From an optimization exercise on the open Yosys and OpenROAD flow, aimed at small area; shortcuts taken in it are not production practice. Function was checked by simulation only, so behaviour that the tests miss may differ from the original. Power and IR drop assume default switching activity.

`flow/design.v`:
```
package access_pkg;
	typedef logic [3:0] key_code_t;
	typedef struct packed {
		logic      strobe;
		key_code_t code;
	} key_event_t;
	typedef logic [11:0] user_id_t;
	typedef logic [15:0] passcode_t;
	typedef struct packed {
		logic       locked;
		logic [1:0] errors;
		passcode_t  pass;
	} user_entry_t;
	typedef struct packed {
		logic        en;
		user_id_t    id;
		user_entry_t entry;
	} table_wr_t;
	typedef struct packed {
		logic granted;
		logic denied;
		logic locked;
		logic alarm;
	} access_status_t;
endpackage
`timescale 1ns/10ps
module elevator_access (
	input  logic       clk,
	input  logic       rst,
	input  logic [4:0] key,
	output logic [3:0] status
);
	localparam logic [3:0] S_IDLE       = 4'd0;
	localparam logic [3:0] S_IDLE_G     = 4'd1;
	localparam logic [3:0] S_IDLE_D     = 4'd2;
	localparam logic [3:0] S_ID         = 4'd3;
	localparam logic [3:0] S_ID_CHECK   = 4'd4;
	localparam logic [3:0] S_WAIT_STAR  = 4'd5;
	localparam logic [3:0] S_PASS       = 4'd6;
	localparam logic [3:0] S_PASS_CHECK = 4'd7;
	localparam logic [3:0] S_ADMIN      = 4'd8;
	localparam logic [3:0] S_ADMIN_G    = 4'd9;
	localparam logic [3:0] S_NEW_ID     = 4'd10;
	localparam logic [3:0] S_NEW_PASS   = 4'd11;
	localparam logic [3:0] S_COMMIT     = 4'd12;
	localparam logic [3:0] S_ALARM      = 4'd13;
	localparam logic [3:0] S_ALARM_L    = 4'd14;
	localparam int EW = 15;
	logic [3:0] state, next_state;
	logic [2:0] cnt;
	logic       bad_key;
	logic strobe, is_digit, star_key, hash_key;
	assign strobe   = key[4];
	assign is_digit = key[3:0] <= 4'd9;
	assign star_key = strobe && (key[3:0] == 4'd10);
	assign hash_key = strobe && (key[3:0] == 4'd11);
	logic in_idle, in_admin, in_alarm;
	assign in_idle  = (state == S_IDLE) || (state == S_IDLE_G) || (state == S_IDLE_D);
	assign in_admin = (state == S_ADMIN) || (state == S_ADMIN_G);
	assign in_alarm = (state == S_ALARM) || (state == S_ALARM_L);
	logic id_st, pass_st, collecting, full, shift;
	assign id_st      = (state == S_ID) || (state == S_NEW_ID);
	assign pass_st    = (state == S_PASS) || (state == S_NEW_PASS);
	assign collecting = id_st || pass_st;
	assign full       = id_st ? (cnt == 3'd3) : (cnt == 3'd4);
	assign shift      = collecting && strobe && is_digit && !full;
	logic       id_bad, id_t;
	logic [3:0] id_o;
	logic       nid_bad, nid_t;
	logic [3:0] nid_o;
	logic       first;
	assign first = cnt == 3'd0;
	always_comb begin
		nid_bad = id_bad;
		nid_t = id_t;
		nid_o = id_o;
		if (shift && id_st) begin
			nid_bad = !first && (id_bad || id_t || (id_o > 4'd1));
			nid_t = !first && !id_bad && !id_t && (id_o == 4'd1);
			nid_o = key[3:0];
		end
	end
	always_ff @(posedge clk) begin
		id_bad <= nid_bad;
		id_t <= nid_t;
		id_o <= nid_o;
	end
	logic id_ok, is_admin;
	assign id_ok = !id_bad && (id_t ? (id_o <= 4'd8) : (id_o != 4'd0));
	assign is_admin = !id_bad && !id_t && (id_o == 4'd1);
	logic [9:0] pass_hi;
	logic [3:0] pass_lo;
	logic [9:0] hi_base;
	assign hi_base = first ? 10'd0 : pass_hi;
	always_ff @(posedge clk) begin
		if (shift && pass_st) begin
			if (cnt == 3'd3)
				pass_lo <= key[3:0];
			else
				pass_hi <= {hi_base[6:0], 3'b000} + {hi_base[8:0], 1'b0} + {6'd0, key[3:0]};
		end
	end
	function automatic logic [4:0] enc(input logic [1:0] err, input logic [3:0] d);
		enc = d[3] ? {2'b11, err, d[0]} : {err, d[2:0]};
	endfunction
	function automatic logic [1:0] code_err(input logic [4:0] c);
		code_err = (c[4:3] == 2'b11) ? c[2:1] : c[4:3];
	endfunction
	function automatic logic [4:0] code_set_err(input logic [4:0] c, input logic [1:0] err);
		code_set_err = (c[4:3] == 2'b11) ? {2'b11, err, c[0]} : {err, c[2:0]};
	endfunction
	function automatic logic [3:0] slot_of(input logic [3:0] o);
		slot_of = (o == 4'd9) ? 4'd0 : o;
	endfunction
	logic [3:0] phase;
	always_ff @(posedge clk or posedge rst) begin
		if (rst)
			phase <= 4'd0;
		else
			phase <= (phase == 4'd8) ? 4'd0 : phase + 4'd1;
	end
	logic [8:0][EW-1:0] ring0;
	logic [8:0][EW-1:0] ring1;
	logic [EW-1:0]      head0, head1;
	logic [EW-1:0]      cap;
	logic [1:0]         cap_err;
	assign cap_err = code_err(cap[4:0]);
	logic       pend_v, pend_t;
	logic [3:0] pend_slot;
	logic [1:0] pend_code;
	logic       issue_chk, issue_commit, pass_match, lock_now;
	logic       w_v, w_t, w_pass, w_hit;
	logic [3:0] w_slot;
	logic [1:0] w_code;
	assign issue_chk = state == S_PASS_CHECK;
	assign issue_commit = (state == S_COMMIT) && star_key;
	assign pass_match = (cap[EW-1:5] == pass_hi) && (cap[4:0] == enc(cap_err, pass_lo));
	assign lock_now = cap_err[1];
	assign w_v = issue_chk || issue_commit || pend_v;
	assign w_t = pend_v ? pend_t : id_t;
	assign w_slot = pend_v ? pend_slot : slot_of(id_o);
	assign w_code = pend_v ? pend_code :
		issue_commit ? 2'd3 :
		pass_match ? 2'd0 :
		(cap_err == 2'd0) ? 2'd1 : 2'd2;
	assign w_pass = w_code == 2'd3;
	assign w_hit = w_v && (w_slot == phase);
	always_ff @(posedge clk or posedge rst) begin
		if (rst)
			pend_v <= 1'b0;
		else
			pend_v <= w_v && !w_hit;
	end
	always_ff @(posedge clk) begin
		pend_t <= w_t;
		pend_slot <= w_slot;
		pend_code <= w_code;
	end
	logic [EW-1:0] new_entry;
	assign new_entry = {pass_hi, enc(2'd0, pass_lo)};
	always_comb begin
		head0 = ring0[8];
		head1 = ring1[8];
		if (w_hit && !w_t)
			head0 = w_pass ? new_entry : {ring0[8][EW-1:5], code_set_err(ring0[8][4:0], w_code)};
		if (w_hit && w_t)
			head1 = w_pass ? new_entry : {ring1[8][EW-1:5], code_set_err(ring1[8][4:0], w_code)};
	end
	localparam logic [EW-1:0] ADMIN_ENTRY = {10'd123, 5'b00100};
	for (genvar i = 0; i < 9; i++) begin : g_ring
		if (i == 7) begin : g_admin
			always_ff @(posedge clk or posedge rst) begin
				if (rst)
					ring0[i] <= ADMIN_ENTRY;
				else
					ring0[i] <= ring0[i-1];
			end
		end else begin : g_plain
			always_ff @(posedge clk)
				ring0[i] <= (i == 0) ? head0 : ring0[(i+8)%9];
		end
		always_ff @(posedge clk)
			ring1[i] <= (i == 0) ? head1 : ring1[(i+8)%9];
	end
	always_ff @(posedge clk) begin
		if (slot_of(nid_o) == phase)
			cap <= nid_t ? head1 : head0;
	end
	logic [8:0] lk0, lk1;
	logic       id_locked;
	logic [8:0] id_sel;
	always_comb begin
		for (int i = 0; i < 9; i++)
			id_sel[i] = id_o == (id_t ? 4'(i) : 4'(i + 1));
	end
	assign id_locked = |((id_t ? lk1 : lk0) & id_sel);
	logic lock_set, lock_clr;
	assign lock_set = issue_chk && !pass_match && lock_now;
	assign lock_clr = issue_commit;
	always_ff @(posedge clk or posedge rst) begin
		if (rst) begin
			lk0 <= 9'b1_1111_1110;
			lk1 <= 9'b1_1111_1111;
		end else begin
			for (int i = 0; i < 9; i++) begin
				if ((lock_set || lock_clr) && id_sel[i] && !id_t)
					lk0[i] <= lock_set;
				if ((lock_set || lock_clr) && id_sel[i] && id_t)
					lk1[i] <= lock_set;
			end
		end
	end
	always_comb begin
		next_state = state;
		case (state)
			S_IDLE, S_IDLE_G, S_IDLE_D:
				next_state = star_key ? S_ID : S_IDLE;
			S_ID:
				if (bad_key)
					next_state = S_ALARM;
				else if (full)
					next_state = S_ID_CHECK;
			S_ID_CHECK:
				if (!id_ok)
					next_state = S_IDLE;
				else if (id_locked)
					next_state = S_ALARM;
				else
					next_state = S_WAIT_STAR;
			S_WAIT_STAR:
				if (star_key)
					next_state = S_PASS;
			S_PASS:
				if (bad_key)
					next_state = S_ALARM;
				else if (full)
					next_state = S_PASS_CHECK;
			S_PASS_CHECK:
				if (pass_match)
					next_state = is_admin ? S_ADMIN_G : S_IDLE_G;
				else
					next_state = lock_now ? S_ALARM_L : S_IDLE_D;
			S_ADMIN, S_ADMIN_G:
				next_state = hash_key ? S_NEW_ID : star_key ? S_IDLE : S_ADMIN;
			S_NEW_ID:
				if (bad_key)
					next_state = S_ALARM;
				else if (full)
					next_state = id_ok ? S_NEW_PASS : S_IDLE;
			S_NEW_PASS:
				if (bad_key)
					next_state = S_ALARM;
				else if (full)
					next_state = S_COMMIT;
			S_COMMIT:
				if (star_key)
					next_state = S_IDLE;
			S_ALARM, S_ALARM_L:
				next_state = (cnt == 3'd7) ? S_IDLE : S_ALARM;
			default:
				next_state = S_IDLE;
		endcase
	end
	always_ff @(posedge clk or posedge rst) begin
		if (rst)
			state <= S_IDLE;
		else
			state <= next_state;
	end
	logic restart;
	assign restart = collecting ? (next_state != state) : !in_alarm;
	always_ff @(posedge clk) begin
		if (restart)
			cnt <= 3'd0;
		else if (shift || in_alarm)
			cnt <= cnt + 3'd1;
		bad_key <= collecting && strobe && !is_digit;
	end
	assign status = {(state == S_IDLE_G) || (state == S_ADMIN_G), state == S_IDLE_D,
		state == S_ALARM_L, in_alarm};
endmodule
```
`flow/run.sh`:
```
#!/bin/bash
# synth_recipe.tcl (not shown) runs the flow's synth.tcl, then flattens the netlist and writes it again
# the make line also repeats each setting of config.mk as NAME=value (left out here)
make -C /OpenROAD-flow-scripts/flow DESIGN_CONFIG=/design/flow/config.mk WORK_HOME=/design/flow/orfs CLKGATE_MAP_FILE= SYNTH_SCRIPT=/design/flow/synth_recipe.tcl finish
```
`flow/config.mk`:
```
export PLATFORM = sky130hd
export DESIGN_NAME = elevator_access
export DESIGN_NICKNAME = elevator_access
export VERILOG_FILES = /design/flow/design.v
export SDC_FILE = /design/flow/constraint.sdc
export NUM_CORES = 4
export LEC_CHECK = 0
export ABC_AREA = 1
export CAP_MARGIN = 20
export CORE_MARGIN = 2
export CORE_UTILIZATION = 40
export CTS_BUF_LIST = sky130_fd_sc_hd__clkbuf_4
export CTS_CLUSTER_DIAMETER = 30
export CTS_CLUSTER_SIZE = 10
export SLEW_MARGIN = 20
```
`flow/constraint.sdc`:
```
create_clock -name core_clock -period 8.0 [get_ports {clk}]
set_input_delay 1.6000 -clock core_clock [delete_from_list [all_inputs] [get_ports {clk}]]
set_output_delay 1.6000 -clock core_clock [all_outputs]
set_load 0.01 [all_outputs]
```
==> results of run 1 <==
## routing by layer
layer	part of all wire (%)	wire length, µm
met1	53	10140
met2	41	7841
met3	4.5	859
met4	2.4	461
met5	0	0
## sequential cells by signal, summed over array words and instances, names as in the netlist
signal / flops
cap: 15
lk1: 9
id_o: 4
bad_key: 1
pass_lo: 4
ring1: 135
pend_slot: 4
state: 4
ring0: 135
id_bad: 1
phase: 4
id_t: 1
pend_code: 2
pend_t: 1
pass_hi: 10
cnt: 3
lk0: 9
pend_v: 1
## power by group
part | switching, mW | total [mW] | internal (mW)
Sequential | 0.000405 | 1.73 | 1.73
Combinational | 0.0101 | 0.0147 | 0.00465
Clock | 0.682 | 1.36 | 0.676
Total | 0.692 | 3.10 | 2.41
## placed cells by master (no fill, tap or decap), types with 15 or more instances in the layout
master    netlist  final
nand2_1       288    288
a21oi_1        19     19
dfstp_2        24     24
edfxtp_1       30     30
nor2_1         62     62
o21ai_0        31     31
nand3_1        90     90
dfrtp_1        18     18
ha_1           20     20
dfxtp_1       271    271
xor2_1         15     15
clkbuf_4        0     67
inv_1          82     81
## cells by family (layout without fill, tap and decap cells)
family,Yosys count,count (layout),share of synthesized area (%)
flip-flops,343,343,68.35
other,0,1,0
AND/OR/NAND/NOR,491,491,19.64
XOR/XNOR,16,16,1.293
adder cells (fa/ha/maj),22,22,2.679
buffers and inverters,111,207,4.514
AO/OA/AOI/OAI,66,66,3.522
## cell type report
type | count | area (µm²) | share of cell area [%]
Tap cell | 341 | 426.7 | 3.500
Clock buffer | 67 | 503.0 | 4.126
Multi-Input combinational cell | 595 | 2940 | 24.12
Timing Repair Buffer | 13 | 122.6 | 1.006
Clock inverter | 38 | 449.2 | 3.685
Antenna cell | 1 | 2.502 | 0.02053
Sequential cell | 343 | 7407 | 60.76
Inverter | 89 | 339.1 | 2.781
## stage by stage
step / util, % / area [µm²] / setup slack, ns / cells
finish: 45.49 / 12190 / 3.920 / 1487
global route: 45.49 / 12190 / 3.579 / 1487
CTS: 45.48 / 12190 / 3.956 / 1486
detailed placement: 41.92 / 11240 / 3.191 / 1381
global placement: 41.92 / 11240 / 3.291 / 1381
floorplan: - / 10840 / 4.501 / 1049
## worst paths after layout
| path | startpoint | endpoint | depth (start not counted) |
|---|---|---|---|
| setup reg to reg | cnt[0]$_SDFFE_PP0P_ | pass_hi[8]$_DFFE_PP_ | 12 |
| max in group asynchronous | rst | phase[0]$_DFF_PP0_ | 3 |
| min in group asynchronous | rst | ring0[117]$_DFF_PP0_ | 3 |
| hold reg to reg | ring0[100]$_DFF_P_ | ring0[115]$_DFF_PP1_ | 0 |
| setup / recovery | key[3] | cap[14]$_DFFE_PN_ | 16 |
| hold / removal | ring0[100]$_DFF_P_ | ring0[115]$_DFF_PP1_ | 0 |
==> flow_summary.yaml, run 1 <==
status:
  status: "timing/DRC/antenna clean"
yosys:
  yosysWarnings: 1
  synth_area_leader_cell: "dfxtp_1"
  netlist_area_mm2: 0.01084
  ys_seq_area_share_pct: 68.35
  syn_area_per_cell_um2: 10.33
  synth_top_area_share_pct: 50.06
  synthFlopType: "dfxtp_1"
  synth_cells: 1049
  synth_edf_count: 30
  synthTopCellsByCount: "nand2_1, dfxtp_1, nand3_1"
  synth_area_leaders: "dfxtp_1, nand2_1, edfxtp_1"
  synth_fp_nets: 1078
  ys_ff_latch: 343
  synth_cell_type_count: 46
  synth.most_common_cell: "nand2_1"
  synthArstFlopShare_pct: 12.24
detailed_routing:
  drtAntennaViolNets: 0
  drc_errors: 0
  routed_via_density: 4.479
  vias: 6661
  wirelength_mm: 19.30
  drt_iter0_markers: 434
  wl_per_cell_um: 12.98
  first_pass_iters: 5
clock_tree:
  post_cts_resized: 0
  cts_setup_buffers: 0
  cts_tree: "yes"
  clock_path_buffers: 3
  numCtsBuffers: 58
  cts.reportedPaths.clkPinSlew_ns: 0.10
  cts_sinks: 343
  ctsHoldBuffers: 0
  clk_latency_ns: 0.72
  clk_root_buffer_cell: "clkbuf_4"
  htree_num_levels: 2
placed_design:
  portBuffers: 10
  hpwl_mm: 13.08
  gp_congestion: 0.8679
layout:
  nNetsFinal: 1129
  fillers: 2524
  areaGrowthSynthToFinish_pct: 12.49
  drive_gt1_share_pct: 14.41
global_routing:
  use_met2_pct: 19.66
  grt_max_degree: 43
  grt_first_pass_wirelength_mm: 31.21
  first_global_vias: 6144
  grt_busiest_layer: "met1"
  overflow: 0
  gr-usage-met3_pct: 3.040
  antenna_found_initial: 1
  grtUsageTotal_pct: 13.83
  grt_use_met1_pct: 20.55
sta:
  timing.fmax_mhz: 245.1
  max_slew_margin_pct: 39.10
  timing.final.crit_period_ns: 4.080
  finalMaxSlewViolations: 0
  setup_violations: 0
  fin_setup_tns_ns: 0
  tightest_slew_ns: 0.9125
  fin_crit_sh_pct: 51.00
  hold_violations: 0
  grt_setup_unrepaired: "false"
  skew_ns: 0.04508
  hold_ws_ns: 0.2821
worst_setup_path:
  critPathSlowestCell: "clkdlybuf4s50_1"
  crit_required_ns: 8.47
  critPathBufInv: 4
  crit_chain: "clkdlybuf4s50_1 > inv_1 > nor2_1 > nand3_1 > nor2_1 > nor2_1 > nand2_1 > inv_1 > nor2_1 > inv_1 > nor2_2 > nand2_1 > nand2_1 > nand2_1 > nand2_1 > nand2_1"
  critical-path-top-delay-family: "simple AND/OR/NAND/NOR gates"
  cpMostUsedCell: "nand2_1"
  startpoint_type: "input pin"
  cp.arrival_ns: 4.55
  cp-end-kind: "flop"
  path_max_fanout: 20
  reg2reg_slack_ns: 4.74
  worstSetupPathType: "input pin to flop"
  cpPeakStageDelay_ns: 0.58
job:
  drv_cap: 0
floorplanning:
  initial_utilization_pct: 40.43
  io_pins: 11
  die_x_um: 168.6
  core_mm2: 0.02680
  die-area_mm2: 0.02842
  dieHeight_um: 168.6
  rows: 60
pwr:
  power_mw: 3.104
  peakVddDrop_v: 0.0001128
  p_leak_nw: 5.430
  power_density_mw_per_mm2: 254.6
min_path:
  hold_path.class: "flop to flop"
==> run 2: changes to the inputs <==
--- a/flow/config.mk
+++ b/flow/config.mk
@@ -9,7 +9,7 @@
 export CAP_MARGIN = 20
 export CORE_MARGIN = 2
 export CORE_UTILIZATION = 40
-export CTS_BUF_LIST = sky130_fd_sc_hd__clkbuf_4
-export CTS_CLUSTER_DIAMETER = 30
-export CTS_CLUSTER_SIZE = 10
+export CTS_BUF_LIST = sky130_fd_sc_hd__clkbuf_8
+export CTS_CLUSTER_DIAMETER = 50
+export CTS_CLUSTER_SIZE = 20
 export SLEW_MARGIN = 20
==> flow_summary.yaml, run 2 <==
floorplanning:
  io_pins: 11
  rows: 60
  dieHeight_um: 168.6
  core_mm2: 0.02680
  die_x_um: 168.6
  die-area_mm2: 0.02842
  initial_utilization_pct: 40.43
pwr:
  peakVddDrop_v: 0.0001335
  power_frac_seq_pct: 57.8
  p_clk_share_pct: 41.7
  p_int_mw: 2.326
  p_comb_share_pct: 0.5
  p_sw_share_pct: 22.40
  power_mw: 2.997
  power.switching_mw: 0.6715
  power_density_mw_per_mm2: 248.5
  p_leak_nw: 5.331
yosys:
  synth.most_common_cell: "nand2_1"
  ys_seq_area_share_pct: 68.35
  synthFlopType: "dfxtp_1"
  syn_area_per_cell_um2: 10.33
  synthTopCellsByCount: "nand2_1, dfxtp_1, nand3_1"
  netlist_area_mm2: 0.01084
  synth_cell_type_count: 46
  synth_cells: 1049
  yosysWarnings: 1
  synth_top_area_share_pct: 50.06
  ys_ff_latch: 343
  synth_area_leaders: "dfxtp_1, nand2_1, edfxtp_1"
  synth_fp_nets: 1078
  synth_edf_count: 30
  synthArstFlopShare_pct: 12.24
  synth_area_leader_cell: "dfxtp_1"
global_routing:
  first_global_vias: 5900
  overflow: 0
  grt_first_pass_wirelength_mm: 30.88
  grt_max_degree: 43
  antenna_found_initial: 0
  grtUsageTotal_pct: 13.75
clock_tree:
  clk_root_buffer_cell: "clkbuf_8"
  numCtsBuffers: 34
  cts_tree: "yes"
  clk_latency_ns: 0.56
  post_cts_resized: 0
  htree_num_levels: 2
  cts_setup_buffers: 0
  clock_path_buffers: 3
  cts_sinks: 343
  ctsHoldBuffers: 0
  cts.reportedPaths.clkPinSlew_ns: 0.11
sta:
  fin_setup_tns_ns: 0
  hold_violations: 0
  timing.fmax_mhz: 238.7
  skew_ns: 0.04448
  finalMaxSlewViolations: 0
  grt_setup_unrepaired: "false"
  fin_crit_sh_pct: 52.37
  tightest_slew_ns: 0.9004
  max_slew_margin_pct: 39.91
  setup_violations: 0
  timing.final.crit_period_ns: 4.189
  hold_ws_ns: 0.2890
worst_setup_path:
  cpMostUsedCell: "nand2_1"
  regToRegEndpoint: "pass_hi[8]$_DFFE_PP_"
  crit_chain: "clkdlybuf4s50_1 > inv_1 > nor2_1 > nand3_1 > nor2_1 > nor2_1 > nand2_1 > inv_1 > nor2_1 > inv_1 > nor2_2 > nand2_1 > nand2_1 > nand2_1 > nand2_1 > nand2_1"
  reg2reg_slack_ns: 4.75
  rr_startpoint: "cnt[0]$_SDFFE_PP0P_"
  path_max_fanout: 20
  cp-end-kind: "flop"
  cpPeakStageDelay_ns: 0.59
  critPathSlowestCell: "clkdlybuf4s50_1"
  cp.arrival_ns: 4.51
  worstSetupPathType: "input pin to flop"
  startpoint_type: "input pin"
  critPathBufInv: 4
  r2r_cells: 12
  critical-path-top-delay-family: "simple AND/OR/NAND/NOR gates"
  crit_required_ns: 8.32
detailed_routing:
  drc_errors: 0
  drtAntennaViolNets: 0
  drt_iter0_markers: 522
  vias: 6456
  wirelength_mm: 19.18
  wl_per_cell_um: 13.29
  first_pass_iters: 6
  routed_via_density: 4.474
layout:
  areaGrowthSynthToFinish_pct: 11.29
  fillers: 2480
  drive_gt1_share_pct: 10.98
  nNetsFinal: 1105
  largest_registers: "ring0 x135, ring1 x135, cap x15"
  layout_commonest_cell: "nand2_1"
  antenna_cells: 0
  mostFrequentLayoutCells: "nand2_1, dfxtp_1, nand3_1"
min_path:
  hold_end: "ring0[115]$_DFF_PP1_"
  min_path_cells: 0
  hold_path.class: "flop to flop"
  hp-start: "ring0[100]$_DFF_P_"
placed_design:
  portBuffers: 10
  gp_congestion: 0.8679
  hpwl_mm: 13.08
status:
  status: "timing/DRC/antenna clean"
job:
  drv_cap: 0
-- run 2: cell counts after synthesis --
Identical to the previous run, type by type.
-- run 2: final cells by class --
| class | instances | area (µm²) | share of cell area, % |
|---|---|---|---|
| Clock inverter | 27 | 342.8 | 2.843 |
| Clock buffer | 35 | 481.7 | 3.994 |
| Sequential cell | 343 | 7407 | 61.42 |
| Inverter | 89 | 339.1 | 2.811 |
| Multi-Input combinational cell | 595 | 2940 | 24.38 |
| Timing Repair Buffer | 13 | 122.6 | 1.017 |
| Tap cell | 341 | 426.7 | 3.538 |
-- run 2: per-stage QoR --
| step | cell area, µm² | cells | utilization [%] | worst slack, ns |
|---|---|---|---|---|
| after detailed placement | 11240 | 1381 | 41.92 | 3.191 |
| final | 12060 | 1443 | 45.00 | 3.811 |
| after CTS | 12060 | 1443 | 45.00 | 3.793 |
| after global placement | 11240 | 1381 | 41.92 | 3.291 |
| after floorplan | 10840 | 1049 | - | 4.501 |
| after global routing | 12060 | 1443 | 45.00 | 3.427 |
-- run 2: metal layers --
layer  vias up  global-route usage (%)  routed length [µm]
met1      2910                   21.05               10210
met4         0                   4.685                 475
met2       130                   19.23                7599
li1       3380                       -                   -
met5         -                       0                   0
met3        36                   2.782                 892
-- run 2: worst max path at each step --
stage / startpoint / to / slack [ns] / cells past startpoint
CTS: key[3] / cap[10]$_DFFE_PN_ / 3.79 / 16
global placement: key[3] / cap[14]$_DFFE_PN_ / 3.29 / 16
finish: key[3] / cap[10]$_DFFE_PN_ / 3.81 / 16
floorplan: key[2] / cap[0]$_DFFE_PN_ / 4.50 / 13
detailed placement: key[3] / cap[5]$_DFFE_PN_ / 3.19 / 16
global route: key[3] / cap[0]$_DFFE_PN_ / 3.43 / 16
-- run 2: power by group through the flow --
stage / clock network (mW) / registers, mW / logic, mW
finish: 1.25 / 1.73 / 0.0149
global route: 1.35 / 1.73 / 0.0170
CTS: 1.28 / 1.73 / 0.0156
detailed placement: 0 / 1.77 / 0.0155
global placement: 0 / 1.77 / 0.0152
floorplan: 0 / 1.77 / 0.00663
-- run 2: cells by family (layout without fill, tap and decap cells) --
| logic type | count (synthesis) | count (layout) | synth area share (%) |
|---|---|---|---|
| and+or+nand+nor | 491 | 491 | 19.64 |
| DFF | 343 | 343 | 68.35 |
| buffers and inverters | 111 | 164 | 4.514 |
| AOI/OAI and AO/OA | 66 | 66 | 3.522 |
| adders and majority gates | 22 | 22 | 2.679 |
| xor gates and xnor gates | 16 | 16 | 1.293 |
==> run 3: changes to the inputs <==
--- a/flow/design.v
+++ b/flow/design.v
@@ -125,13 +125,15 @@
 	logic [EW-1:0]      cap;
 	logic [1:0]         cap_err;
 	assign cap_err = code_err(cap[4:0]);
+	localparam logic [2:0] W_ENROL = 3'd3;
+	localparam logic [2:0] W_LOCK  = 3'd4;
 	logic       pend_v, pend_t;
 	logic [3:0] pend_slot;
-	logic [1:0] pend_code;
+	logic [2:0] pend_code;
 	logic       issue_chk, issue_commit, pass_match, lock_now;
-	logic       w_v, w_t, w_pass, w_hit;
+	logic       w_v, w_t, w_hit;
 	logic [3:0] w_slot;
-	logic [1:0] w_code;
+	logic [2:0] w_code;
 	assign issue_chk = state == S_PASS_CHECK;
 	assign issue_commit = (state == S_COMMIT) && star_key;
 	assign pass_match = (cap[EW-1:5] == pass_hi) && (cap[4:0] == enc(cap_err, pass_lo));
@@ -140,10 +142,10 @@
 	assign w_t = pend_v ? pend_t : id_t;
 	assign w_slot = pend_v ? pend_slot : slot_of(id_o);
 	assign w_code = pend_v ? pend_code :
-		issue_commit ? 2'd3 :
-		pass_match ? 2'd0 :
-		(cap_err == 2'd0) ? 2'd1 : 2'd2;
-	assign w_pass = w_code == 2'd3;
+		issue_commit ? W_ENROL :
+		pass_match ? 3'd0 :
+		lock_now ? W_LOCK :
+		(cap_err == 2'd0) ? 3'd1 : 3'd2;
 	assign w_hit = w_v && (w_slot == phase);
 	always_ff @(posedge clk or posedge rst) begin
 		if (rst)
@@ -156,15 +158,36 @@
 		pend_slot <= w_slot;
 		pend_code <= w_code;
 	end
+	localparam logic [4:0] C_LOCKED = 5'b11110;
 	logic [EW-1:0] new_entry;
 	assign new_entry = {pass_hi, enc(2'd0, pass_lo)};
+	logic sweep;
+	always_ff @(posedge clk or posedge rst) begin
+		if (rst)
+			sweep <= 1'b1;
+		else if (phase == 4'd8)
+			sweep <= 1'b0;
+	end
+	function automatic logic [EW-1:0] upd(input logic [EW-1:0] e, input logic [2:0] c);
+		if (c == W_ENROL)
+			upd = new_entry;
+		else if (c == W_LOCK)
+			upd = {e[EW-1:5], C_LOCKED};
+		else
+			upd = {e[EW-1:5], code_set_err(e[4:0], c[1:0])};
+	endfunction
 	always_comb begin
 		head0 = ring0[8];
 		head1 = ring1[8];
 		if (w_hit && !w_t)
-			head0 = w_pass ? new_entry : {ring0[8][EW-1:5], code_set_err(ring0[8][4:0], w_code)};
+			head0 = upd(ring0[8], w_code);
 		if (w_hit && w_t)
-			head1 = w_pass ? new_entry : {ring1[8][EW-1:5], code_set_err(ring1[8][4:0], w_code)};
+			head1 = upd(ring1[8], w_code);
+		if (sweep) begin
+			if (phase != 4'd1)
+				head0[4:0] = C_LOCKED;
+			head1[4:0] = C_LOCKED;
+		end
 	end
 	localparam logic [EW-1:0] ADMIN_ENTRY = {10'd123, 5'b00100};
 	for (genvar i = 0; i < 9; i++) begin : g_ring
@@ -187,29 +210,22 @@
 			cap <= nid_t ? head1 : head0;
 	end
 	logic [8:0] lk0, lk1;
-	logic       id_locked;
-	logic [8:0] id_sel;
-	always_comb begin
-		for (int i = 0; i < 9; i++)
-			id_sel[i] = id_o == (id_t ? 4'(i) : 4'(i + 1));
-	end
-	assign id_locked = |((id_t ? lk1 : lk0) & id_sel);
-	logic lock_set, lock_clr;
-	assign lock_set = issue_chk && !pass_match && lock_now;
-	assign lock_clr = issue_commit;
-	always_ff @(posedge clk or posedge rst) begin
-		if (rst) begin
-			lk0 <= 9'b1_1111_1110;
-			lk1 <= 9'b1_1111_1111;
-		end else begin
-			for (int i = 0; i < 9; i++) begin
-				if ((lock_set || lock_clr) && id_sel[i] && !id_t)
-					lk0[i] <= lock_set;
-				if ((lock_set || lock_clr) && id_sel[i] && id_t)
-					lk1[i] <= lock_set;
-			end
-		end
-	end
+	for (genvar i = 0; i < 9; i++) begin : g_lk
+		assign lk0[i] = ring0[i][4:1] == 4'b1111;
+		assign lk1[i] = ring1[i][4:1] == 4'b1111;
+	end
+	logic [3:0] id_slot;
+	logic [4:0] rel_raw;
+	logic [3:0] rel, lk_pos;
+	logic       id_locked, pend_same;
+	assign id_slot = slot_of(id_o);
+	assign rel_raw = {1'b0, id_slot} - {1'b0, phase};
+	assign rel = rel_raw[4] ? rel_raw[3:0] + 4'd9 : rel_raw[3:0];
+	assign lk_pos = 4'd8 - rel;
+	assign pend_same = pend_v && (pend_t == id_t) && (pend_slot == id_slot);
+	assign id_locked = pend_same ? (pend_code == W_LOCK) :
+		(sweep && !rel_raw[4]) ? 1'b1 :
+		id_t ? lk1[lk_pos] : lk0[lk_pos];
 	always_comb begin
 		next_state = state;
 		case (state)
==> flow/flow/run.sh (new file) <==
#!/bin/bash
# Standard ORFS layout with three changes: CTS without dummy loads, the
# smallest buffer on the ports, and the CTS buffer and clustering settings.
set -euo pipefail
bash standard.sh \
  CTS_ARGS="-sink_clustering_enable -repair_clock_nets -sink_clustering_size 20 -sink_clustering_max_diameter 50 -buf_list sky130_fd_sc_hd__clkbuf_8 -dont_use_dummy_load" \
  BUFFER_PORTS_ARGS="-buffer_cell sky130_fd_sc_hd__buf_1" \
  finish > standard.log 2>&1
==> flow/standard.sh (new file) <==
#!/bin/bash
# synth_recipe.tcl (not shown) runs the flow's synth.tcl, then flattens the netlist and writes it again
# the make line also repeats each setting of config.mk as NAME=value (left out here)
make -C /OpenROAD-flow-scripts/flow DESIGN_CONFIG=/design/flow/config.mk WORK_HOME=/design/flow/orfs CLKGATE_MAP_FILE= SYNTH_SCRIPT=/design/flow/synth_recipe.tcl "${@:-finish}"
removed: flow/run.sh
==> flow_summary.yaml, run 3 <==
yosys:
  synth_top_family_by_area: "simple AND/OR/NAND/NOR gates"
  synthTopCellsByCount: "dfxtp_1, nand2_1, inv_1"
  yosysWarnings: 1
  synth_fp_nets: 1025
  synth.most_common_cell: "dfxtp_1"
  syn_area_per_cell_um2: 10.56
  synth_area_leader_cell: "dfxtp_1"
  synth_cell_type_count: 50
  muxShareOfSynthArea_pct: 0
  synth_area_leaders: "dfxtp_1, edfxtp_1, nand2_1"
  synth_compound_area_share_pct: 5.337
  synthArstFlopShare_pct: 7.645
  synth_xor_area_share_pct: 2.267
  ys_seq_area_share_pct: 66.92
  netlist_area_mm2: 0.01043
  ys_ff_latch: 327
  synthFlopType: "dfxtp_1"
  synthSimpleGateAreaFrac_pct: 17.40
  synth_edf_count: 30
  synth_cells: 988
  synth_top_area_share_pct: 52.19
  synthAdderAreaFrac_pct: 3.814
detailed_routing:
  wl_per_cell_um: 14.11
  first_pass_iters: 5
  drtAntennaViolNets: 0
  drc_errors: 0
  drt_iter0_markers: 352
  routed_via_density: 4.644
  vias: 6265
  wirelength_mm: 19.04
layout:
  largest_registers: "ring0 x135, ring1 x135, cap x15"
  areaGrowthSynthToFinish_pct: 7.088
  final-seq-area_mm2: 0.006982
  nNetsFinal: 1053
  antenna_cells: 0
  mostFrequentLayoutCells: "dfxtp_1, nand2_1, inv_1"
  drive_gt1_share_pct: 9.665
  multi_input_area_mm2: 0.003007
  finalNonFillerCells: 1349
  layout_commonest_cell: "dfxtp_1"
  fillers: 2483
worst_setup_path:
  r2r_cells: 23
  critPathSlowestCell: "dfxtp_1"
  cpPeakStageDelay_ns: 0.43
  startpoint_type: "flop"
  path_max_fanout: 8
  worstSetupPathType: "flop to flop"
  crit_chain: "inv_2 > nor2_4 > nand3_2 > nand2_2 > ha_1 > inv_1 > fa_1 > a21oi_1 > nor2_1 > nor2_1 > inv_1 > nand2_1 > nand2_1 > inv_1 > ha_1 > inv_1 > a21oi_1 > o21ai_0 > nand3b_1 > nand2_1 > nor2_1 > o21bai_1 > nand2_1"
  cp-end-kind: "flop"
  cp.arrival_ns: 4.04
  crit_required_ns: 8.41
clock_tree:
  cts_sinks: 327
  clk_latency_ns: 0.56
  clk_root_buffer_cell: "clkbuf_8"
  cts_tree: "yes"
  htree_num_levels: 1
  numCtsBuffers: 26
  cts_setup_buffers: 0
  post_cts_resized: 0
  cts.reportedPaths.clkPinSlew_ns: 0.10
  ctsHoldBuffers: 0
  clock_path_buffers: 3
sta:
  hold_violations: 0
  setup_violations: 0
  skew_ns: 0.06335
  fin_crit_sh_pct: 45.35
  timing.final.crit_period_ns: 3.628
  timing.fmax_mhz: 275.6
  tightest_slew_ns: 0.8164
  finalMaxSlewViolations: 0
  max_slew_margin_pct: 45.37
  fin_setup_tns_ns: 0
  grt_setup_unrepaired: "false"
global_routing:
  overflow: 0
  first_global_vias: 6032
  antenna_found_initial: 0
  grt_max_degree: 26
  grtUsageTotal_pct: 14.48
  grt_first_pass_wirelength_mm: 30.84
floorplanning:
  die_x_um: 165.5
  core_mm2: 0.02584
  initial_utilization_pct: 40.38
  io_pins: 11
  dieHeight_um: 165.5
  die-area_mm2: 0.02739
  rows: 59
min_path:
  min_path_cells: 0
  hold_path.class: "flop to flop"
pwr:
  peakVddDrop_v: 0.0001485
  power_density_mw_per_mm2: 216.6
  power_mw: 2.420
  p_leak_nw: 4.835
placed_design:
  gp_congestion: 0.8576
  placed_cells: 1323
  hpwl_mm: 13.67
  portBuffers: 10
status:
  status: "timing/DRC/antenna clean"
job:
  drv_cap: 0
run 3: cell count changes after synthesis, sizes merged, moves of 9 or more:
cell	previous run	this run
nand2	298	247
o21ai	37	49
buf	18	9
nand4	2	13
a21oi	19	32
dfstp	24	8
nand3	95	55
run 3: final cells by class:
class                   count  share of cell area (%)
repair buffers             13                  0.5376
well taps                 335                   3.752
multi-input cells         557                   26.91
clock buffers              26                   3.203
flip-flops and latches    327                   62.49
inverters                  91                   3.102
run 3: cell families (layout without fill, tap and decap cells):
kind of cell / Yosys count / in the layout
xor gates and xnor gates: 27 / 27
and+or+nand+nor: 402 / 402
adders and majority gates: 30 / 30
buffers and inverters: 104 / 130
AOI/OAI and AO/OA: 98 / 98
DFF: 327 / 327
run 3: power breakdown:
group          internal, mW  leakage (nW)  switching [mW]
Combinational       0.00276          1.90         0.00826
Sequential             1.65          2.75        0.000475
Clock                 0.290         0.187           0.468
run 3: metrics by stage:
stage / hold WS (ns) / util, % / cell area, µm² / setup slack [ns]
floorplan: 0.2839 / - / 10430 / 4.341
global placement: 0.2849 / 41.85 / 10810 / 4.160
detailed placement: 0.2861 / 41.85 / 10810 / 4.035
CTS: 0.2962 / 43.24 / 11170 / 4.426
global route: 0.2998 / 43.24 / 11170 / 4.105
finish: 0.2964 / 43.24 / 11170 / 4.372
run 3: worst max-delay path: cells and delay by family (launching register included):
family	cells	cell delay, ns
AO/OA/AOI/OAI	4	0.50
adder cells (fa/ha/maj)	3	0.86
buffers and inverters	5	0.60
flip-flops	1	0.43
AND/OR/NAND/NOR	11	1.07
run 3: routing by layer:
metal  GRT usage, %  part of all wire, %  vias to the layer above
met4          5.212                  2.9                        0
met1          20.20                   48                     2898
met3          2.148                  4.4                       40
met2          22.95                   44                      121
met5              0                    0                        -
li1               -                    -                     3206
run 3: final timing paths:
kind | end | slack (ns) | start
worst max-delay path | state[3]$_DFF_PP0_ | 4.37 | id_o[0]$_DFF_P_
worst min-delay path | ring0[110]$_DFF_PP1_ | 0.30 | ring0[95]$_DFF_P_
worst max register to register | state[3]$_DFF_PP0_ | 4.37 | id_o[0]$_DFF_P_
worst min register to register | ring0[110]$_DFF_PP1_ | 0.30 | ring0[95]$_DFF_P_
max in group asynchronous | sweep$_DFFE_PP1N_ | 6.55 | rst
min in group asynchronous | ring0[118]$_DFF_PP0_ | 1.09 | rst
==> run 4: changes to the inputs <==
--- a/flow/config.mk
+++ b/flow/config.mk
@@ -5,7 +5,6 @@
 export SDC_FILE = /design/flow/constraint.sdc
 export NUM_CORES = 4
 export LEC_CHECK = 0
-export ABC_AREA = 1
 export CAP_MARGIN = 20
 export CORE_MARGIN = 2
 export CORE_UTILIZATION = 40
==> flow_summary.yaml, run 4 <==
yosys:
  synth_fp_nets: 843
  synth_cell_type_count: 70
  yosysWarnings: 1
  netlist_area_mm2: 0.01034
  ys_ff_latch: 327
  ys_seq_area_share_pct: 67.51
  synth.most_common_cell: "dfxtp_1"
  synthTopCellsByCount: "dfxtp_1, nor2_1, xnor2_1"
  synth_area_leader_cell: "dfxtp_1"
  synth_edf_count: 30
  syn_area_per_cell_um2: 12.83
  synth_cells: 806
  synth_area_leaders: "dfxtp_1, edfxtp_1, dfrtp_1"
  synthArstFlopShare_pct: 7.645
  synthFlopType: "dfxtp_1"
  synth_top_area_share_pct: 52.65
detailed_routing:
  drt_iter0_markers: 497
  drc_errors: 0
  drtAntennaViolNets: 0
  first_pass_iters: 5
  wirelength_mm: 18.57
  vias: 5734
  routed_via_density: 4.952
  wl_per_cell_um: 16.03
clock_tree:
  clock_path_buffers: 3
  cts_tree: "yes"
  clk_latency_ns: 0.58
  post_cts_resized: 0
  cts_sinks: 327
  cts.reportedPaths.clkPinSlew_ns: 0.11
  numCtsBuffers: 27
  htree_num_levels: 1
  clk_root_buffer_cell: "clkbuf_8"
  ctsHoldBuffers: 0
  cts_setup_buffers: 0
worst_setup_path:
  startpoint_type: "flop"
  path_max_fanout: 8
  crit_required_ns: 8.40
  worstSetupPathType: "flop to flop"
  cp.arrival_ns: 4.74
  cp-end-kind: "flop"
sta:
  setup_violations: 0
  fin_crit_sh_pct: 54.32
  fin_setup_tns_ns: 0
  grt_setup_unrepaired: "false"
  max_slew_margin_pct: 26.81
  timing.final.crit_period_ns: 4.346
  finalMaxSlewViolations: 0
  tightest_slew_ns: 1.094
  skew_ns: 0.06051
  hold_violations: 0
  layout_setup_ws_ns: 3.654
  timing.fmax_mhz: 230.1
  hold_ws_ns: 0.2631
layout:
  final_area_mm2: 0.01110
  drive_gt1_share_pct: 9.903
  largest_registers: "ring0 x135, ring1 x135, cap x15"
  areaGrowthSynthToFinish_pct: 7.355
  fillers: 2359
  nNetsFinal: 867
  mostFrequentLayoutCells: "dfxtp_1, nor2_1, xnor2_1"
  layout_commonest_cell: "dfxtp_1"
  antenna_cells: 0
pwr:
  peakVddDrop_v: 0.0001977
  p_leak_nw: 4.334
  power_density_mw_per_mm2: 219.1
  power_mw: 2.433
placed_design:
  placedInstanceArea_mm2: 0.01073
  gp_congestion: 0.8132
  hpwl_mm: 12.99
  portBuffers: 10
  pre_cts_slack_ns: 3.307
global_routing:
  first_global_vias: 5718
  grt_first_pass_wirelength_mm: 29.90
  grt_max_degree: 26
  antenna_found_initial: 0
  overflow: 0
  grtUsageTotal_pct: 14.18
job:
  drv_cap: 0
floorplanning:
  initial_utilization_pct: 40.95
  rows: 58
  core_mm2: 0.02525
  io_pins: 11
  die_x_um: 164.8
  die-area_mm2: 0.02716
  dieHeight_um: 164.8
min_path:
  hold_path.class: "flop to flop"
status:
  status: "timing/DRC/antenna clean"
## run 4: layer usage
metal	share of wire (%)	global-route usage, %	vias up
li1	-	-	2842
met1	49	19.48	2762
met2	45	22.80	96
met3	4.2	2.838	34
met4	2.3	4.071	0
met5	0	0	-
## run 4: cell families (layout without fill, tap and decap cells)
group	Yosys count	count (layout)	synth area share, %
flops	327	327	67.51
simple gates	173	173	8.795
compound gates	129	129	8.650
buf+inv	54	76	2.190
mux	47	47	5.117
xor+xnor	46	46	3.896
fa+ha+maj	30	30	3.847
## run 4: metrics by stage
| step | cells | utilization, % |
|---|---|---|
| detailed placement | 1131 | 42.49 |
| global placement | 1131 | 42.48 |
| finish | 1158 | 43.97 |
| floorplan | 806 | - |
| CTS | 1158 | 43.97 |
| global route | 1158 | 43.97 |
## run 4: critical path, cell delays in order, from the launching register on
cell	delay, ns
dfxtp_1	0.44
nor2_1	0.32
nand2_1	0.09
nand2_1	0.11
ha_1	0.14
inv_1	0.05
fa_1	0.39
a21o_1	0.19
a21oi_1	0.36
xnor2_1	0.27
inv_2	0.16
ha_1	0.24
xnor2_1	0.30
xnor2_1	0.24
a31oi_1	0.08
nand3_1	0.12
a21boi_0	0.08
nor4_1	0.43
o31ai_1	0.14
## run 4: worst paths after layout
path / slack, ns / depth (start not counted) / startpoint / endpoint
hold reg to reg: 0.26 / 0 / ring0[102]$_DFF_P_ / ring0[117]$_DFF_PP0_
setup / recovery: 3.65 / 18 / id_o[1]$_DFF_P_ / state[3]$_DFF_PP0_
hold / removal: 0.26 / 0 / ring0[102]$_DFF_P_ / ring0[117]$_DFF_PP0_
max in group asynchronous: 6.56 / 3 / rst / sweep$_DFFE_PP1N_
setup reg to reg: 3.65 / 18 / id_o[1]$_DFF_P_ / state[3]$_DFF_PP0_
min in group asynchronous: 1.07 / 3 / rst / ring0[118]$_DFF_PP0_
## run 4: final cells by class
type,count,area [µm²],area share [%]
repair buffers,13,60.06,0.5409
multi-input cells,425,3142,28.30
inverters,36,135.1,1.217
well taps,330,412.9,3.719
clock buffers,27,371.6,3.347
flip-flops and latches,327,6982,62.88
## run 4: report_power, final
part	total, mW	internal, mW	leakage (nW)	switching, mW
Combinational	0.0119	0.00335	1.38	0.00854
Sequential	1.66	1.65	2.76	0.00198
Clock	0.766	0.300	0.194	0.466
==> run 5: changes to the inputs <==
--- a/flow/config.mk
+++ b/flow/config.mk
@@ -5,10 +5,12 @@
 export SDC_FILE = /design/flow/constraint.sdc
 export NUM_CORES = 4
 export LEC_CHECK = 0
+export ABC_AREA = 1
 export CAP_MARGIN = 20
 export CORE_MARGIN = 2
-export CORE_UTILIZATION = 40
+export CORE_UTILIZATION = 70
 export CTS_BUF_LIST = sky130_fd_sc_hd__clkbuf_8
 export CTS_CLUSTER_DIAMETER = 50
 export CTS_CLUSTER_SIZE = 20
+export PLACE_DENSITY = 0.8
 export SLEW_MARGIN = 20
==> flow_summary.yaml, run 5 <==
status:
  status: "timing/DRC/antenna clean"
yosys:
  synth_edf_count: 30
  ys_seq_area_share_pct: 66.92
  synth_area_leaders: "dfxtp_1, edfxtp_1, nand2_1"
  synthFlopType: "dfxtp_1"
  synth_cell_type_count: 50
  synth_area_leader_cell: "dfxtp_1"
  synthTopCellsByCount: "dfxtp_1, nand2_1, inv_1"
  ys_ff_latch: 327
  syn_area_per_cell_um2: 10.56
  synth_top_area_share_pct: 52.19
  yosysWarnings: 1
  synthArstFlopShare_pct: 7.645
  synth_fp_nets: 1025
  netlist_area_mm2: 0.01043
  synth.most_common_cell: "dfxtp_1"
  synth_cells: 988
worst_setup_path:
  cp_num_cells: 22
  worstSetupPathType: "flop to flop"
  reg2reg_slack_ns: 4.42
  cp.arrival_ns: 3.98
  r2r_cells: 22
  startpoint_type: "flop"
  crit_chain: "nor2_4 > nand3_2 > nand2_2 > ha_1 > inv_1 > fa_1 > a21oi_1 > nor2_1 > nor2_1 > inv_1 > nand2_1 > nand2_1 > inv_1 > ha_1 > inv_1 > a21oi_1 > o21ai_0 > nand3b_1 > nand2_1 > nor2_1 > o21bai_1 > nand2_1"
  critical-path-top-delay-family: "simple AND/OR/NAND/NOR gates"
  path_max_fanout: 8
  regToRegEndpoint: "state[3]$_DFF_PP0_"
  rr_startpoint: "id_o[1]$_DFF_P_"
  cpPeakStageDelay_ns: 0.44
  crit_required_ns: 8.40
  startpoint: "id_o[1]$_DFF_P_"
  crit_path_end: "state[3]$_DFF_PP0_"
  critPathSlowestCell: "dfxtp_1"
  critPathBufInv: 4
  cp-end-kind: "flop"
placed_design:
  portBuffers: 10
  gp_congestion: 0.9172
  hpwl_mm: 13.39
  placed_cells: 1172
clock_tree:
  cts_setup_buffers: 0
  clock_path_buffers: 3
  htree_num_levels: 1
  clk_root_buffer_cell: "clkbuf_8"
  cts_sinks: 327
  ctsHoldBuffers: 0
  clk_latency_ns: 0.55
  cts_tree: "yes"
  post_cts_resized: 0
  cts.reportedPaths.clkPinSlew_ns: 0.10
  numCtsBuffers: 24
layout:
  antenna_cells: 0
  drive_gt1_share_pct: 9.486
  multi_input_area_mm2: 0.003007
  largest_registers: "ring0 x135, ring1 x135, cap x15"
  mostFrequentLayoutCells: "dfxtp_1, nand2_1, inv_1"
  layout_commonest_cell: "dfxtp_1"
  finalNonFillerCells: 1196
  areaGrowthSynthToFinish_pct: 5.013
  final-seq-area_mm2: 0.006982
  nNetsFinal: 1051
  fillers: 1018
global_routing:
  grtUsageTotal_pct: 23.92
  first_global_vias: 6231
  overflow: 0
  grt_first_pass_wirelength_mm: 30.38
  grt_max_degree: 26
  antenna_found_initial: 0
sta:
  fin_setup_tns_ns: 0
  hold_violations: 0
  timing.fmax_mhz: 279.0
  finalMaxSlewViolations: 0
  tightest_slew_ns: 0.9273
  max_slew_margin_pct: 37.95
  setup_violations: 0
  skew_ns: 0.05666
  timing.final.crit_period_ns: 3.584
  fin_crit_sh_pct: 44.80
  grt_setup_unrepaired: "false"
floorplanning:
  die-area_mm2: 0.01590
  dieHeight_um: 126.1
  initial_utilization_pct: 71.78
  core_mm2: 0.01453
  die_x_um: 126.1
  io_pins: 11
  rows: 44
detailed_routing:
  wirelength_mm: 18.75
  routed_via_density: 5.321
  first_pass_iters: 5
  drc_errors: 0
  drtAntennaViolNets: 0
  drt_iter0_markers: 492
  wl_per_cell_um: 15.68
  vias: 6364
min_path:
  hold_path.class: "flop to flop"
pwr:
  power_density_mw_per_mm2: 217.7
  power_frac_seq_pct: 69.2
  p_clk_share_pct: 30.3
  p_sw_share_pct: 19.37
  p_int_mw: 1.923
  peakVddDrop_v: 0.0002288
  power.switching_mw: 0.4620
  p_leak_nw: 4.821
  p_comb_share_pct: 0.5
job:
  drv_cap: 0
-- run 5: cell types whose count changed in the layout (fill, tap and decap cells not counted), moves of 8 or more --
cell      change
a31oi_1       -8
inv_1        +34
inv_2        +19
mux2_2       -29
mux2i_1      -12
nand2_1     +202
nand2_2      +12
nand2b_1     -10
nand3_1      +42
nor2_1       +20
nor2b_1      -18
o21ai_1      +25
xnor2_1      -29
xor2_1       +10
-- run 5: cell families (layout without fill, tap and decap cells) --
logic type | Yosys count | after routing | synth area share [%]
AO/OA/AOI/OAI | 98 | 98 | 5.337
XOR/XNOR | 27 | 27 | 2.267
adder cells (fa/ha/maj) | 30 | 30 | 3.814
buffers and inverters | 104 | 128 | 4.257
flip-flops | 327 | 327 | 66.92
AND/OR/NAND/NOR | 402 | 402 | 17.40
-- run 5: final cells by class --
| class | instances | share of cell area, % |
|---|---|---|
| clock buffers | 24 | 3.015 |
| well taps | 184 | 2.101 |
| inverters | 91 | 3.164 |
| repair buffers | 13 | 0.5482 |
| flip-flops and latches | 327 | 63.73 |
| multi-input cells | 557 | 27.44 |
-- run 5: worst min path at each step --
stage                      start                    to  slack (ns)  depth (start not counted)
2_1_floorplan  ring0[95]$_DFF_P_  ring0[110]$_DFF_PP1_        0.28                          0
3_3_place_gp   ring0[95]$_DFF_P_  ring0[110]$_DFF_PP1_        0.28                          0
3_5_place_dp   ring0[95]$_DFF_P_  ring0[110]$_DFF_PP1_        0.29                          0
4_1_cts        ring1[37]$_DFF_P_     ring1[52]$_DFF_P_        0.27                          0
5_1_grt        ring0[84]$_DFF_P_     ring0[99]$_DFF_P_        0.27                          0
6_report       ring1[37]$_DFF_P_     ring1[52]$_DFF_P_        0.27                          0
-- run 5: power by group through the flow --
stage | clock network, mW | registers, mW | logic [mW]
after detailed placement | 0 | 1.69 | 0.0112
after CTS | 0.738 | 1.65 | 0.0114
after floorplan | 0 | 1.69 | 0.00635
after global placement | 0 | 1.69 | 0.0111
final | 0.722 | 1.65 | 0.0111
after global routing | 0.791 | 1.65 | 0.0127
-- run 5: layer usage --
layer	track usage, %	vias up	share of wire [%]
li1	-	3210	-
met1	33.99	2926	47
met2	38.55	186	45
met3	3.016	42	4.6
met4	8.145	0	2.9
met5	0	-	0
-- run 5: per-stage QoR --
step | setup WS, ns | power, mW | util (%) | area (µm²) | hold slack, ns
finish | 4.416 | 2.385 | 75.38 | 10960 | 0.2701
global route | 4.026 | 2.455 | 75.38 | 10960 | 0.2657
CTS | 4.452 | 2.401 | 75.38 | 10960 | 0.2664
detailed placement | 3.959 | 1.700 | 73.11 | 10630 | 0.2861
global placement | 4.130 | 1.700 | 73.11 | 10630 | 0.2843
floorplan | 4.341 | 1.695 | - | 10430 | 0.2839
==> run 6: changes to the inputs <==
==> flow/config.mk (replaced) <==
export PLATFORM = sky130hd
export DESIGN_NAME = elevator_access
export DESIGN_NICKNAME = elevator_access
export VERILOG_FILES = /design/flow/design.v
export SDC_FILE = /design/flow/constraint.sdc
export NUM_CORES = 4
export LEC_CHECK = 0
export CAP_MARGIN = 20
export CORE_MARGIN = 2
export CORE_UTILIZATION = 70
export PLACE_DENSITY = 0.8
export SLEW_MARGIN = 20
==> flow_summary.yaml, run 6 <==
clock_tree:
  clk_latency_ns: 0.59
  clock_path_buffers: 3
  cts_setup_buffers: 0
  post_cts_resized: 0
  cts_tree: "yes"
  htree_num_levels: 1
  numCtsBuffers: 25
  cts_sinks: 327
  clk_root_buffer_cell: "clkbuf_8"
  ctsHoldBuffers: 0
  cts.reportedPaths.clkPinSlew_ns: 0.10
floorplanning:
  die_x_um: 125.6
  io_pins: 11
  core_mm2: 0.01448
  initial_utilization_pct: 71.43
  dieHeight_um: 125.6
  die-area_mm2: 0.01576
  rows: 44
yosys:
  synth_edf_count: 30
  netlist_area_mm2: 0.01034
  ys_ff_latch: 327
  yosysWarnings: 1
  synth_area_leaders: "dfxtp_1, edfxtp_1, dfrtp_1"
  synthFlopType: "dfxtp_1"
  synth_area_leader_cell: "dfxtp_1"
  synthTopCellsByCount: "dfxtp_1, nor2_1, xnor2_1"
  synth_cells: 806
  synth_fp_nets: 843
  syn_area_per_cell_um2: 12.83
  synth_top_area_share_pct: 52.65
  synth_cell_type_count: 70
  synthArstFlopShare_pct: 7.645
  ys_seq_area_share_pct: 67.51
  synth.most_common_cell: "dfxtp_1"
status:
  status: "timing/DRC/antenna clean"
global_routing:
  grt_max_degree: 26
  grtUsageTotal_pct: 25.80
  first_global_vias: 6214
  overflow: 0
  grt_first_pass_wirelength_mm: 32.41
  antenna_found_initial: 0
sta:
  fin_setup_tns_ns: 0
  finalMaxSlewViolations: 0
  skew_ns: 0.09480
  timing.final.crit_period_ns: 4.314
  fin_crit_sh_pct: 53.92
  max_slew_margin_pct: 37.69
  tightest_slew_ns: 0.9312
  setup_violations: 0
  timing.fmax_mhz: 231.8
  grt_setup_unrepaired: "false"
  hold_violations: 0
worst_setup_path:
  path_max_fanout: 8
  cp.arrival_ns: 4.71
  crit_required_ns: 8.40
  startpoint_type: "flop"
  worstSetupPathType: "flop to flop"
  cp-end-kind: "flop"
pwr:
  peakVddDrop_v: 0.0002072
  p_int_mw: 1.936
  power_frac_seq_pct: 68.6
  p_sw_share_pct: 19.78
  power.switching_mw: 0.4772
  p_leak_nw: 4.315
  p_clk_share_pct: 30.9
  power_density_mw_per_mm2: 221.7
  p_comb_share_pct: 0.5
  power_mw: 2.413
placed_design:
  gp_congestion: 0.9294
  hpwl_mm: 13.69
  portBuffers: 10
layout:
  largest_registers: "ring0 x135, ring1 x135, cap x15"
  antenna_cells: 0
  layout_commonest_cell: "dfxtp_1"
  mostFrequentLayoutCells: "dfxtp_1, nor2_1, xnor2_1"
  areaGrowthSynthToFinish_pct: 5.250
  drive_gt1_share_pct: 9.576
  nNetsFinal: 864
detailed_routing:
  first_pass_iters: 5
  drtAntennaViolNets: 0
  drt_iter0_markers: 472
  top_layer: "met4"
  vias: 6012
  wl_met1_mm: 8.795
  routed_via_density: 5.958
  wl_met2_mm: 9.497
  drc_errors: 0
  wl_per_cell_um: 19.78
  met3_length_mm: 1.109
  wirelength_mm: 19.96
min_path:
  hold_path.class: "flop to flop"
job:
  drv_cap: 0
run 6: area by class of cell:
cell class	count	area [µm²]
multi-input combinational	425	3142
tap	184	230.2
clock buffer	25	344.1
timing repair buffer	12	52.55
inverter	36	135.1
fill	911	3593
sequential	327	6982
run 6: layer usage:
layer	GRT usage, %	vias to the layer above
li1	-	2841
met1	35.08	2903
met2	42.42	215
met3	4.193	53
met4	9.150	0
met5	0	-
run 6: cell families after synthesis:
family,synth area share (%)
AO/OA/AOI/OAI,8.650
XOR/XNOR,3.896
adder cells (fa/ha/maj),3.847
buffers and inverters,2.190
flip-flops,67.51
multiplexers,5.117
AND/OR/NAND/NOR,8.795
run 6: worst max-delay path, cell delays in order (launching register included):
cell and delay, ns:
dfxtp_1 0.41, nor2_1 0.34, nand2_1 0.09, nand2_1 0.11, ha_1 0.15, inv_1 0.06
fa_1 0.39, a21o_1 0.21, a21oi_1 0.35, xnor2_1 0.26, inv_2 0.16, ha_1 0.24
xnor2_1 0.34, xnor2_1 0.25, a31oi_1 0.08, nand3_1 0.13, a21boi_0 0.10, nor4_1 0.40
o31ai_1 0.14
run 6: power by group through the flow:
| stage | combinational [mW] | sequential, mW | clock (mW) |
|---|---|---|---|
| final | 0.0118 | 1.65 | 0.747 |
| after global routing | 0.0133 | 1.66 | 0.810 |
| after floorplan | 0.00698 | 1.69 | 0 |
| after global placement | 0.0116 | 1.69 | 0 |
| after CTS | 0.0119 | 1.65 | 0.759 |
| after detailed placement | 0.0117 | 1.69 | 0 |
run 6: metrics by stage:
| stage | hold WS, ns | cell area [µm²] | setup WS [ns] | util (%) | instances |
|---|---|---|---|---|---|
| after floorplan | 0.2839 | 10340 | 3.573 | - | 806 |
| after global placement | 0.2843 | 10540 | 3.256 | 72.79 | 984 |
| after detailed placement | 0.2879 | 10540 | 3.093 | 72.79 | 984 |
| after CTS | 0.2929 | 10880 | 3.676 | 75.16 | 1009 |
| after global routing | 0.2918 | 10890 | 3.321 | 75.18 | 1009 |
| final | 0.2907 | 10890 | 3.686 | 75.18 | 1009 |
run 6: worst paths after layout:
path | start | end | slack (ns) | cells past startpoint
worst max-delay path | id_o[1]$_DFF_P_ | state[3]$_DFF_PP0_ | 3.69 | 18
worst min-delay path | ring0[28]$_DFF_P_ | ring0[43]$_DFF_P_ | 0.29 | 0
worst max register to register | id_o[1]$_DFF_P_ | state[3]$_DFF_PP0_ | 3.69 | 18
worst min register to register | ring0[28]$_DFF_P_ | ring0[43]$_DFF_P_ | 0.29 | 0
max in group asynchronous | rst | state[1]$_DFF_PP0_ | 6.54 | 3
min in group asynchronous | rst | ring0[106]$_DFF_PP0_ | 1.07 | 3
==> run 7: changes to the inputs <==
==> flow/flow/run.sh (replaced) <==
#!/bin/bash
# Standard ORFS layout with three changes: CTS without dummy loads, the
# smallest buffer on the ports, and the CTS buffer and clustering settings.
set -euo pipefail
bash standard.sh \
  CTS_ARGS="-sink_clustering_enable -repair_clock_nets -sink_clustering_size 12 -sink_clustering_max_diameter 35 -buf_list sky130_fd_sc_hd__clkbuf_4 -dont_use_dummy_load" \
  BUFFER_PORTS_ARGS="-buffer_cell sky130_fd_sc_hd__buf_1" \
  finish > standard.log 2>&1
==> flow_summary.yaml, run 7 <==
status:
  status: "timing/DRC/antenna clean"
worst_setup_path:
  rr_startpoint: "id_o[1]$_DFF_P_"
  reg2reg_slack_ns: 3.70
  cp.arrival_ns: 4.78
  crit_required_ns: 8.48
  cpPeakStageDelay_ns: 0.42
  critPathBufInv: 2
  critPathSlowestCell: "dfxtp_1"
  crit_chain: "nor2_1 > nand2_1 > nand2_1 > ha_1 > inv_1 > fa_1 > a21o_1 > a21oi_1 > xnor2_1 > inv_2 > ha_1 > xnor2_1 > xnor2_1 > a31oi_1 > nand3_1 > a21boi_0 > nor4_1 > o31ai_1"
  startpoint_type: "flop"
  critical-path-top-delay-family: "simple AND/OR/NAND/NOR gates"
  regToRegEndpoint: "state[3]$_DFF_PP0_"
  r2r_cells: 18
  cp-end-kind: "flop"
  cpMostUsedCell: "xnor2_1"
  path_max_fanout: 8
  cp_num_cells: 18
  worstSetupPathType: "flop to flop"
yosys:
  yosysWarnings: 1
  synth_cell_type_count: 70
  synth_edf_count: 30
  synthTopCellsByCount: "dfxtp_1, nor2_1, xnor2_1"
  ys_seq_area_share_pct: 67.51
  synthAdderAreaFrac_pct: 3.847
  synth.most_common_cell: "dfxtp_1"
  netlist_area_mm2: 0.01034
  synth_cells: 806
  synth_top_area_share_pct: 52.65
  synth_area_leader_cell: "dfxtp_1"
  synthArstFlopShare_pct: 7.645
  synthFlopType: "dfxtp_1"
  synth_top_family_by_area: "simple AND/OR/NAND/NOR gates"
  synth_xor_area_share_pct: 3.895
  synth_area_leaders: "dfxtp_1, edfxtp_1, dfrtp_1"
  syn_area_per_cell_um2: 12.83
  synth_fp_nets: 843
  synthSimpleGateAreaFrac_pct: 8.795
  muxShareOfSynthArea_pct: 5.117
  ys_ff_latch: 327
  synth_compound_area_share_pct: 8.650
global_routing:
  grt_first_pass_wirelength_mm: 33.89
  first_global_vias: 6485
  overflow: 0
  grtUsageTotal_pct: 27.38
  antenna_found_initial: 0
  grt_max_degree: 26
min_path:
  min_path_cells: 0
  hold_end: "ring1[98]$_DFF_P_"
  hp-start: "ring1[83]$_DFF_P_"
  hold_path.class: "flop to flop"
detailed_routing:
  drtAntennaViolNets: 0
  vias: 6146
  first_pass_iters: 5
  wirelength_mm: 20.83
  routed_via_density: 6.002
  drc_errors: 0
  wl_per_cell_um: 20.34
  drt_iter0_markers: 583
sta:
  tightest_slew_ns: 0.9303
  grt_setup_unrepaired: "false"
  timing.fmax_mhz: 232.5
  finalMaxSlewViolations: 0
  skew_ns: 0.1093
  timing.final.crit_period_ns: 4.300
  fin_crit_sh_pct: 53.75
  setup_violations: 0
  hold_violations: 0
  max_slew_margin_pct: 37.75
  fin_setup_tns_ns: 0
layout:
  drive_gt1_share_pct: 11.19
  largest_registers: "ring0 x135, ring1 x135, cap x15"
  finalNonFillerCells: 1024
  areaGrowthSynthToFinish_pct: 4.827
  layout_commonest_cell: "dfxtp_1"
  antenna_cells: 0
  nNetsFinal: 879
  mostFrequentLayoutCells: "dfxtp_1, clkbuf_4, nor2_1, xnor2_1, inv_1"
placed_design:
  placed_cells: 984
  portBuffers: 10
  hpwl_mm: 13.69
  gp_congestion: 0.9294
clock_tree:
  post_cts_resized: 0
  cts_setup_buffers: 0
  cts.reportedPaths.clkPinSlew_ns: 0.12
  cts_sinks: 327
  clock_path_buffers: 3
  clk_root_buffer_cell: "clkbuf_4"
  ctsHoldBuffers: 0
  clk_latency_ns: 0.67
  cts_tree: "yes"
  numCtsBuffers: 40
  htree_num_levels: 2
pwr:
  peakVddDrop_v: 0.0002032
  p_leak_nw: 4.320
  power_density_mw_per_mm2: 219.0
floorplanning:
  initial_utilization_pct: 71.43
  die_x_um: 125.6
  io_pins: 11
  die-area_mm2: 0.01576
  core_mm2: 0.01448
  dieHeight_um: 125.6
  rows: 44
job:
  drv_cap: 0
## run 7: logic make-up (layout without fill, tap and decap cells)
kind of cell             Yosys count  in the layout
XOR/XNOR                          46             46
flip-flops                       327            327
AO/OA/AOI/OAI                    129            129
AND/OR/NAND/NOR                  173            173
buffers and inverters             54             88
adder cells (fa/ha/maj)           30             30
multiplexers                      47             47
## run 7: power by group
group	internal (mW)	switching (mW)
registers	1.65	0.00197
logic	0.00340	0.00830
clock network	0.231	0.476
total	1.89	0.487
## run 7: worst max path at each step
stage	start	endpoint	slack (ns)
2_1_floorplan	key[1]	cap[0]$_DFFE_PN_	3.57
3_3_place_gp	key[0]	cap[7]$_DFFE_PN_	3.26
3_5_place_dp	key[3]	cap[14]$_DFFE_PN_	3.09
4_1_cts	id_o[1]$_DFF_P_	state[3]$_DFF_PP0_	3.72
5_1_grt	id_o[1]$_DFF_P_	state[3]$_DFF_PP0_	3.31
6_report	id_o[1]$_DFF_P_	state[3]$_DFF_PP0_	3.70
## run 7: routing by layer
metal / track usage [%] / share of wire [%] / wire length (µm) / vias to the layer above
met4: 11.96 / 3.7 / 771 / 0
met5: 0 / 0 / 0 / -
met3: 5.648 / 5.9 / 1232 / 71
met2: 44.52 / 47 / 9882 / 229
li1: - / - / - / 2893
met1: 35.88 / 43 / 8939 / 2953
## run 7: final cells by class
class	instances	area, µm²
Sequential cell	327	6982
Fill cell	913	3637
Multi-Input combinational cell	425	3142
Clock buffer	40	300.3
Tap cell	184	230.2
Inverter	36	135.1
Timing Repair Buffer	12	52.55
## run 7: stage by stage
stage               instance area, µm²  util, %  power, mW  hold slack (ns)  setup slack, ns
detailed placement               10540    72.79      1.703           0.2879            3.093
global route                     10840    74.88      2.453           0.2760            3.309
finish                           10840    74.88      2.374           0.2803            3.700
global placement                 10540    72.79      1.703           0.2843            3.256
CTS                              10840    74.86      2.396           0.2781            3.715
floorplan                        10340        -      1.698           0.2839            3.573

re-timing with driven ports:
In the flow no input, the clock included, has a driving cell. The finished layouts below were timed again as built, in two steps.
Step 1: set_driving_cell puts a clkbuf_16 on clk and a buf_2 on each other input, an assumption about the parent block.
Step 2 moves the port delays by t, midway between the first and last clock arrival at a register: inputs arrive t later, outputs are due t later. That takes back most of the time a late clock gives input paths.
a / b / c = ideal ports / drivers / drivers and shift; a / b = the first two.
| run | t (ns) | slack for setup (ns) | worst hold slack (ns) | worst setup path at the end | slew at the worst register clock pin (ns) |
|---|---|---|---|---|---|
| run 1 | 0.734 | 3.920 / 3.902 / 3.168 | 0.282 / 0.282 / 0.282 | input to register | 0.11 / 0.11 |
| run 2 | 0.579 | 3.811 / 3.790 / 3.211 | 0.289 / 0.289 / 0.289 | input to register | 0.11 / 0.11 |
| run 3 | 0.574 | 4.372 / 4.372 / 4.077 | 0.296 / 0.296 / 0.296 | input to register | 0.11 / 0.11 |
| run 4 | 0.589 | 3.654 / 3.654 / 3.275 | 0.263 / 0.263 / 0.263 | input to register | 0.12 / 0.12 |
| run 5 | 0.560 | 4.416 / 4.416 / 3.913 | 0.270 / 0.270 / 0.270 | input to register | 0.11 / 0.11 |
| run 6 | 0.578 | 3.686 / 3.686 / 3.323 | 0.291 / 0.291 / 0.291 | input to register | 0.11 / 0.11 |
| run 7 | 0.651 | 3.700 / 3.700 / 3.350 | 0.280 / 0.280 / 0.280 | input to register | 0.12 / 0.12 |
After both steps every run listed still meets setup and hold. The setup slack of run 1, which loses most, moves by -0.018 ns with the drivers and by -0.752 ns with both steps.
